Source: an optimization exercise on an open RTL-to-GDS flow (aim: small area, a short achievable clock period and few clock cycles per item). Production flows keep margins and buffers that such runs may drop.
Function not checked in this run: the RTL went through the layout flow alone.
Power and IR drop assume default switching activity.

==> design/flow/design.v <==
package core_pkg;
  localparam int XLEN     = 32;
  localparam int NUM_REGS = 32;
  typedef logic [XLEN-1:0] word_t;
  typedef logic [31:0]     instr_t;
  typedef logic [4:0]      reg_addr_t;
  localparam logic [6:0] OPC_OP     = 7'b0110011;   
  localparam logic [6:0] OPC_OP_IMM = 7'b0010011;   
  localparam logic [6:0] OPC_LUI    = 7'b0110111;
  typedef struct packed {
    logic sum;     
    logic land;    
    logic lor;     
    logic lxor;    
    logic slt;     
    logic passb;   
  } ops_t;
endpackage
`timescale 1ns/100ps
`default_nettype none
module fetch_queue (
  input  logic             clock,
  input  logic             rst_n,
  input  logic             in_valid,
  input  core_pkg::instr_t in_instr,
  input  logic             advance,
  output logic             out_valid,
  output core_pkg::instr_t out_instr,
  output logic             in_credit
);
  core_pkg::instr_t q0, q1;
  logic             v0, v1;
  logic             take;   
  assign out_valid = v0;
  assign out_instr = q0;
  assign in_credit = v0 && advance;
  assign take      = !v0 || advance;
  always_ff @(posedge clock)
  begin
    if (!rst_n)
    begin
      v0 <= 1'b0;
      v1 <= 1'b0;
    end
    else if (take)
    begin
      v0 <= v1 || in_valid;
      v1 <= v1 && in_valid;
    end
    else if (in_valid)
      v1 <= 1'b1;   
  end
  always_ff @(posedge clock)
  begin
    if (take)
      q0 <= v1 ? q1 : in_instr;
    if (in_valid)
      q1 <= in_instr;
  end
endmodule
`default_nettype wire
`timescale 1ns/100ps
`default_nettype none
module decode_unit (
  input  core_pkg::instr_t    instr,
  output core_pkg::ops_t      ops,
  output logic                sub,     
  output core_pkg::reg_addr_t rd,      
  output core_pkg::reg_addr_t rs1,
  output core_pkg::reg_addr_t rs2,
  output logic                use_rs2,
  output core_pkg::word_t     imm      
);
  logic [6:0] opcode;
  logic [6:0] funct7;
  logic [2:0] funct3;
  logic       is_op;
  logic       is_imm;
  logic       is_lui;
  logic       f7_zero;
  logic       f7_sub;
  logic       wr;
  core_pkg::ops_t o;
  assign opcode  = instr[6:0];
  assign funct3  = instr[14:12];
  assign funct7  = instr[31:25];
  assign rs1     = instr[19:15];
  assign rs2     = instr[24:20];
  assign is_op   = (opcode == core_pkg::OPC_OP);
  assign is_imm  = (opcode == core_pkg::OPC_OP_IMM);
  assign is_lui  = (opcode == core_pkg::OPC_LUI);
  assign f7_zero = (funct7 == 7'b0000000);
  assign f7_sub  = (funct7 == 7'b0100000);
  always_comb
  begin
    o = '0;
    if (is_op)
    begin
      o.sum  = (funct3 == 3'b000) && (f7_zero || f7_sub);
      o.land = (funct3 == 3'b111) && f7_zero;
      o.lor  = (funct3 == 3'b110) && f7_zero;
      o.lxor = (funct3 == 3'b100) && f7_zero;
      o.slt  = (funct3 == 3'b010) && f7_zero;
    end
    else if (is_imm)
    begin
      o.sum  = (funct3 == 3'b000);
      o.land = (funct3 == 3'b111);
      o.lor  = (funct3 == 3'b110);
      o.lxor = (funct3 == 3'b100);
    end
    else if (is_lui)
      o.passb = 1'b1;
  end
  assign wr      = (|o) && (instr[11:7] != 5'd0);
  assign ops     = wr ? o : '0;
  assign rd      = wr ? instr[11:7] : 5'd0;
  assign sub     = is_op && (funct7[5] || funct3 == 3'b010);
  assign use_rs2 = is_op;
  assign imm     = is_lui ? {instr[31:12], 12'h000} : {{20{instr[31]}}, instr[31:20]};
endmodule
`default_nettype wire
`timescale 1ns/100ps
`default_nettype none
module execution_unit (
  input  core_pkg::ops_t  ops,
  input  logic            sub,
  input  core_pkg::word_t a,
  input  core_pkg::word_t b,
  output core_pkg::word_t result
);
  core_pkg::word_t sum;
  logic [32:0]     sum_c;
  logic            lt;
  assign sum_c = {a, sub} + {b ^ {32{sub}}, sub};
  assign sum   = sum_c[32:1];
  assign lt  = (a[31] != b[31]) ? a[31] : sum[31];
  assign result = ({32{ops.sum}}   & sum)
                | ({32{ops.land}}  & (a & b))
                | ({32{ops.lor}}   & (a | b))
                | ({32{ops.lxor}}  & (a ^ b))
                | ({32{ops.passb}} & b)
                | {31'd0, ops.slt & lt};
endmodule
`default_nettype wire
`timescale 1ns/100ps
`default_nettype none
module writeback_unit (
  input  logic                clock,
  input  logic                rst_n,
  input  logic                wr_en,
  input  core_pkg::reg_addr_t wr_addr,
  input  core_pkg::word_t     wr_data,
  input  core_pkg::reg_addr_t rd_addr1,
  input  core_pkg::reg_addr_t rd_addr2,
  output core_pkg::word_t     rd_data1,
  output core_pkg::word_t     rd_data2
);
  core_pkg::word_t regs [1:31];
  core_pkg::word_t wdata;
  logic [31:1]     we;
  assign wdata = wr_data & {32{rst_n}};
  always_comb
  begin
    for (int i = 1; i < 32; i++)
      we[i] = !rst_n || (wr_en && wr_addr == 5'(i));
  end
  always_ff @(posedge clock)
  begin
    for (int i = 1; i < 32; i++)
      if (we[i])
        regs[i] <= wdata;
  end
  always_comb
  begin
    rd_data1 = '0;
    rd_data2 = '0;
    for (int i = 1; i < 32; i++)
    begin
      rd_data1 = rd_data1 | (regs[i] & {32{rd_addr1 == 5'(i)}});
      rd_data2 = rd_data2 | (regs[i] & {32{rd_addr2 == 5'(i)}});
    end
  end
endmodule
`default_nettype wire
`timescale 1ns/100ps
`default_nettype none
module five_stage_core (
  input  logic              clock,
  input  logic              rst_n,
  input  logic              in_valid,
  input  core_pkg::instr_t  in_instr,
  output logic              in_credit,
  input  logic              commit_credit,
  output logic              commit_valid,
  output logic [36:0]       commit
);
  logic                advance;    
  logic                fq_valid;
  core_pkg::instr_t    fq_instr;
  core_pkg::ops_t      id_ops;
  logic                id_sub;
  core_pkg::reg_addr_t id_rd;
  core_pkg::reg_addr_t id_rs1;
  core_pkg::reg_addr_t id_rs2;
  logic                id_use_rs2;
  core_pkg::word_t     id_imm;
  core_pkg::word_t     rf1;
  core_pkg::word_t     rf2;
  core_pkg::word_t     id_a;
  core_pkg::word_t     id_b;
  logic                ex_valid;
  core_pkg::ops_t      ex_ops;
  logic                ex_sub;
  core_pkg::reg_addr_t ex_rd;
  core_pkg::word_t     ex_a;
  core_pkg::word_t     ex_b;
  logic                ex_fwd_a;   
  logic                ex_fwd_b;
  core_pkg::word_t     alu_a;
  core_pkg::word_t     alu_b;
  core_pkg::word_t     alu_res;
  logic                res_valid;
  core_pkg::reg_addr_t res_rd;
  core_pkg::word_t     res_data;
  logic [1:0]          credits;
  fetch_queue fq0 (
    .clock     (clock),
    .rst_n     (rst_n),
    .in_valid  (in_valid),
    .in_instr  (in_instr),
    .advance   (advance),
    .out_valid (fq_valid),
    .out_instr (fq_instr),
    .in_credit (in_credit)
  );
  decode_unit id0 (
    .instr   (fq_instr),
    .ops     (id_ops),
    .sub     (id_sub),
    .rd      (id_rd),
    .rs1     (id_rs1),
    .rs2     (id_rs2),
    .use_rs2 (id_use_rs2),
    .imm     (id_imm)
  );
  writeback_unit rf0 (
    .clock    (clock),
    .rst_n    (rst_n),
    .wr_en    (res_valid),
    .wr_addr  (res_rd),
    .wr_data  (res_data),
    .rd_addr1 (id_rs1),
    .rd_addr2 (id_rs2),
    .rd_data1 (rf1),
    .rd_data2 (rf2)
  );
  assign id_a = (res_valid && res_rd != 5'd0 && res_rd == id_rs1) ? res_data : rf1;
  assign id_b = !id_use_rs2 ? id_imm
              : (res_valid && res_rd != 5'd0 && res_rd == id_rs2) ? res_data : rf2;
  assign alu_a = ex_fwd_a ? res_data : ex_a;
  assign alu_b = ex_fwd_b ? res_data : ex_b;
  execution_unit ex0 (
    .ops    (ex_ops),
    .sub    (ex_sub),
    .a      (alu_a),
    .b      (alu_b),
    .result (alu_res)
  );
  assign commit_valid = res_valid && (credits != 2'd0);
  assign commit       = {res_rd, res_data};
  assign advance      = !res_valid || (credits != 2'd0);
  always_ff @(posedge clock)
  begin
    if (!rst_n)
    begin
      ex_valid  <= 1'b0;
      ex_rd     <= 5'd0;
      res_valid <= 1'b0;
      credits   <= 2'd0;
    end
    else
    begin
      credits <= credits + 2'(commit_credit) - 2'(commit_valid);
      if (advance)
      begin
        ex_valid  <= fq_valid;
        ex_rd     <= fq_valid ? id_rd : 5'd0;
        res_valid <= ex_valid;
      end
    end
  end
  always_ff @(posedge clock)
  begin
    if (advance)
    begin
      ex_ops   <= id_ops;
      ex_sub   <= id_sub;
      ex_a     <= id_a;
      ex_b     <= id_b;
      ex_fwd_a <= ex_rd != 5'd0 && ex_rd == id_rs1;
      ex_fwd_b <= id_use_rs2 && ex_rd != 5'd0 && ex_rd == id_rs2;
      res_rd   <= ex_rd;
      res_data <= alu_res;
    end
  end
endmodule
`default_nettype wire
==> design/flow/run.sh <==
#!/bin/bash
# synth_recipe.tcl (not shown) runs the flow's synth.tcl, then flattens the netlist and writes it again
# the make line also repeats each setting of config.mk as NAME=value (left out here)
make -C /OpenROAD-flow-scripts/flow DESIGN_CONFIG=/design/flow/config.mk WORK_HOME=/design/flow/orfs CLKGATE_MAP_FILE= SYNTH_SCRIPT=/design/flow/synth_recipe.tcl finish
==> design/flow/config.mk <==
export PLATFORM = sky130hd
export DESIGN_NAME = five_stage_core
export DESIGN_NICKNAME = five_stage_core
export VERILOG_FILES = /design/flow/design.v
export SDC_FILE = /design/flow/constraint.sdc
export NUM_CORES = 4
export LEC_CHECK = 0
export CAP_MARGIN = 20
export CORE_MARGIN = 2
export CORE_UTILIZATION = 40
export SLEW_MARGIN = 20
==> design/flow/constraint.sdc <==
create_clock -name core_clock -period 5.0 [get_ports {clock}]
set_input_delay 1.0000 -clock core_clock [delete_from_list [all_inputs] [get_ports {clock}]]
set_output_delay 1.0000 -clock core_clock [all_outputs]
set_load 0.01 [all_outputs]
==> results.cfg <==
[logic_synthesis]
synth_area_leaders = edfxtp_1 (66%), a22oi_1 (5.6%), a22o_1 (4.5%), a221oi_1 (4.4%), ha_1 (2.3%)
yosys_most_used_dff = edfxtp_1
netlist_area_um2 = 53000
synthCells = 3740
synth_edf_count = 1166
synth_top_area_cell = edfxtp_1
syn_area_per_cell_um2 = 14.2
yosys_warnings = 5
synth_common_cells = edfxtp_1 (1166), a22oi_1 (395), a22o_1 (270)
synth_cell_types = 75
synthArstFlopShare_pct = 0
synth.top_cell.area_share_pct = 66.0
syn_nets = 3873
ys_ff_latch = 1177
synth-seq-area-share_pct = 66.5
synth.most_common_cell = edfxtp_1

[clock_network]
cts_htree_levels = 3
cts.clk_slew.worst_paths_ns = 0.06
post_cts_buffers = 0
clk_latency_ns = 0.76
cts_resized = 0
cts_root_buffer = clkbuf_16
cts_tree = done
numCtsBuffers = 119
cts_sinks = 1177
cts_buffer_depth = 3
ctsHoldBuffers = 0

[timing]
post-route-period-util_pct = 86.4
finalCriticalPeriod_ns = 4.32
fmax_mhz = 231
finalHoldViolCount = 0
slew_viol_final = 0
worst_slew_pin_slew_ns = 1.34
slew_headroom_pct = 10.5
finalSetupTns_ns = 0
rsz0062_at_grt = no
finalClockSkew_ns = 0.0408
finalSetupViolCount = 0

[status]
status = complete, no violations

[floorplan]
num_io_pins = 75
start_util_pct = 40.3
row_count = 133
fp.dieH_um = 368
coreArea_um2 = 131000
die-area_um2 = 135000
die_w_um = 368

[route]
drc = 0
firstDrtPassIters = 16
dr_wl_met2_um = 95500
via_count = 43153
drt_iter0_drc = 11171
avgViaCountPerCell = 7.53
routed_wl_um = 241000
avgRoutedWirePerCell_um = 42.0
wl_met3_um = 45700
top_layer_used = met5
drt-met1-wl_um = 80400
postRouteAntennaNets = 0

[min_path]
min_path_type = reg2reg
min_from = ex_valid

[global_routing]
grt_pass1_wl_um = 323000
grt_usage_pct = 34.2
grt_max_degree = 79
grt_pass1_vias = 39739
antenna_found_initial = 8
globalRouteOverflowTotal = 0

[place]
dpl.hpwl_um = 136000
portBuffers = 74
dp_cells = 5510
placed_area_um2 = 57600
place_congestion = 0.973

[setup_path]
max_stage_delay_ns = 0.57
crit_type = reg2reg
crit_family = compound AO/OA/AOI/OAI gates
arrival_ns = 4.83
endpoint_kind = register
cp.required_ns = 5.51
path_cells = buf_4 > buf_4 > mux2i_1 > xnor2_1 > ha_1 > a21o_1 > a2111oi_0 > o211ai_1 > o21ai_2 > o21ai_2 > a221o_2 > xnor2_1 > a221o_1
crit_buf_inv = 2
startpoint_type = register
crit_path_start = ex_fwd_b
critical-path-slowest-cell = a2111oi_0
worstPathMaxFanout = 18
r2r-start = ex_fwd_b

[finish]
fillers = 11341
area_growth_pct = 16.1
drive_gt1_share_pct = 14.0
stdcell_area_um2 = 61600
fin_cells = 5732
finish.utilization_pct = 46.8
nets = 4010

[power]
max-vdd-ir-drop_mv = 0.366
power_uw = 26100
cellLeakagePower_uw = 0.0213
power_density_nw_per_um2 = 424

[flow_run]
cap_violations = 0
kinds of logic (layout without fill, tap and decap cells):
| family | count (synthesis) | count (layout) | share of synthesized area, % |
|---|---|---|---|
| compound gates | 1284 | 1284 | 19.1 |
| buf+inv | 350 | 586 | 2.59 |
| mux | 101 | 101 | 1.99 |
| simple gates | 651 | 651 | 6.24 |
| flops | 1177 | 1177 | 66.5 |
| other cells | 0 | 1 | 0 |
| xor+xnor | 79 | 79 | 1.31 |
| fa+ha+maj | 98 | 98 | 2.31 |
area by class of cell:
class / instances / area [um2] / area share [%]
tap: 1755 / 2200 / 3.57
clock inverter: 77 / 815 / 1.32
sequential: 1177 / 35200 / 57.2
antenna: 1 / 2.50 / 0.00406
clock buffer: 143 / 3100 / 5.03
timing repair buffer: 286 / 2660 / 4.32
multi-input combinational: 2213 / 17300 / 28.0
inverter: 80 / 303 / 0.492
where the power goes:
| group | leakage, uW | internal, uW | switching (uW) |
|---|---|---|---|
| Combinational | 0.00724 | 1210 | 2580 |
| Sequential | 0.0122 | 12300 | 893 |
| Clock | 0.00190 | 5060 | 4040 |
| Total | 0.0213 | 18600 | 7510 |
layer usage:
layer,global-route usage [%],vias to the layer above
met5,0.570,-
met4,19.2,14
li1,-,15951
met1,42.4,20789
met3,17.6,1351
met2,47.7,5048
path summary, 6_finish.rpt:
path | end | slack, ns | cells after the start
max | res_data[31] | 0.68 | 13
min | res_valid | 0.48 | 1
max reg2reg | res_data[31] | 0.68 | 13
min reg2reg | res_valid | 0.48 | 1
cell usage in the layout (no fill, tap or decap), drive strengths merged, types with 7 or more instances in the layout:
cell,instances
nor2b,7
clkbuf,143
nor2,155
a21o,14
mux2,34
a221oi,268
buf,213
clkinv,51
a211oi,22
a22o,270
clkdlybuf4s50,73
inv,85
nor3,68
o211ai,15
a21oi,113
and2,40
edfxtp,1166
dfxtp,11
nor4,13
bufinv,12
mux2i,67
a222oi,64
a22oi,395
a221o,14
o21a,7
o21ai,69
nand2b,19
nand4,121
nand2,89
xnor2,59
nand3,96
ha,97
nand3b,13
clkinvlp,9
xor2,20
flip-flops by register name (all words and copies together), names as in the netlist:
signal and flops:
ex_rd 5, res_data 32, ex_b 32, credits 2, ex_fwd_b 1, fq0.q0 32
ex_fwd_a 1, rf0.regs 992, ex_ops 6, fq0.v0 1, ex_sub 1, fq0.q1 32
ex_valid 1, res_valid 1, ex_a 32, fq0.v1 1, res_rd 5
through the flow:
step	setup WS (ns)	hold WS, ns
final	0.680	0.482
after global routing	0.508	0.509
after CTS	0.702	0.490
after detailed placement	0.713	0.476
after global placement	0.704	0.450
after floorplan	0.596	0.441

[afterwards: timing with drivers on the ports]
No port has a modelled driver above. Below, the same layout with a new extraction and two added sets of constraints.
Step 1, drivers: a clkbuf_16 drives clock and a buf_2 each remaining input, both assumed.
Step 2 moves the port delays by t, midway between the first and last clock arrival at a register: inputs arrive t later, outputs are due t later. That takes back most of the time a late clock gives input paths.
a / b / c = ideal / step 1 / step 2; a / b = the first two.
t (ns): 0.821
slack for setup (ns): 0.680 / 0.680 / 0.680
worst register clock-pin slew, ns: 0.07 / 0.07
worst slew at a driven data input, ns: 0.05
After both steps this run still meets setup and hold. The setup slack of this run moves by 0.000 ns with the drivers and by 0.000 ns with both steps.
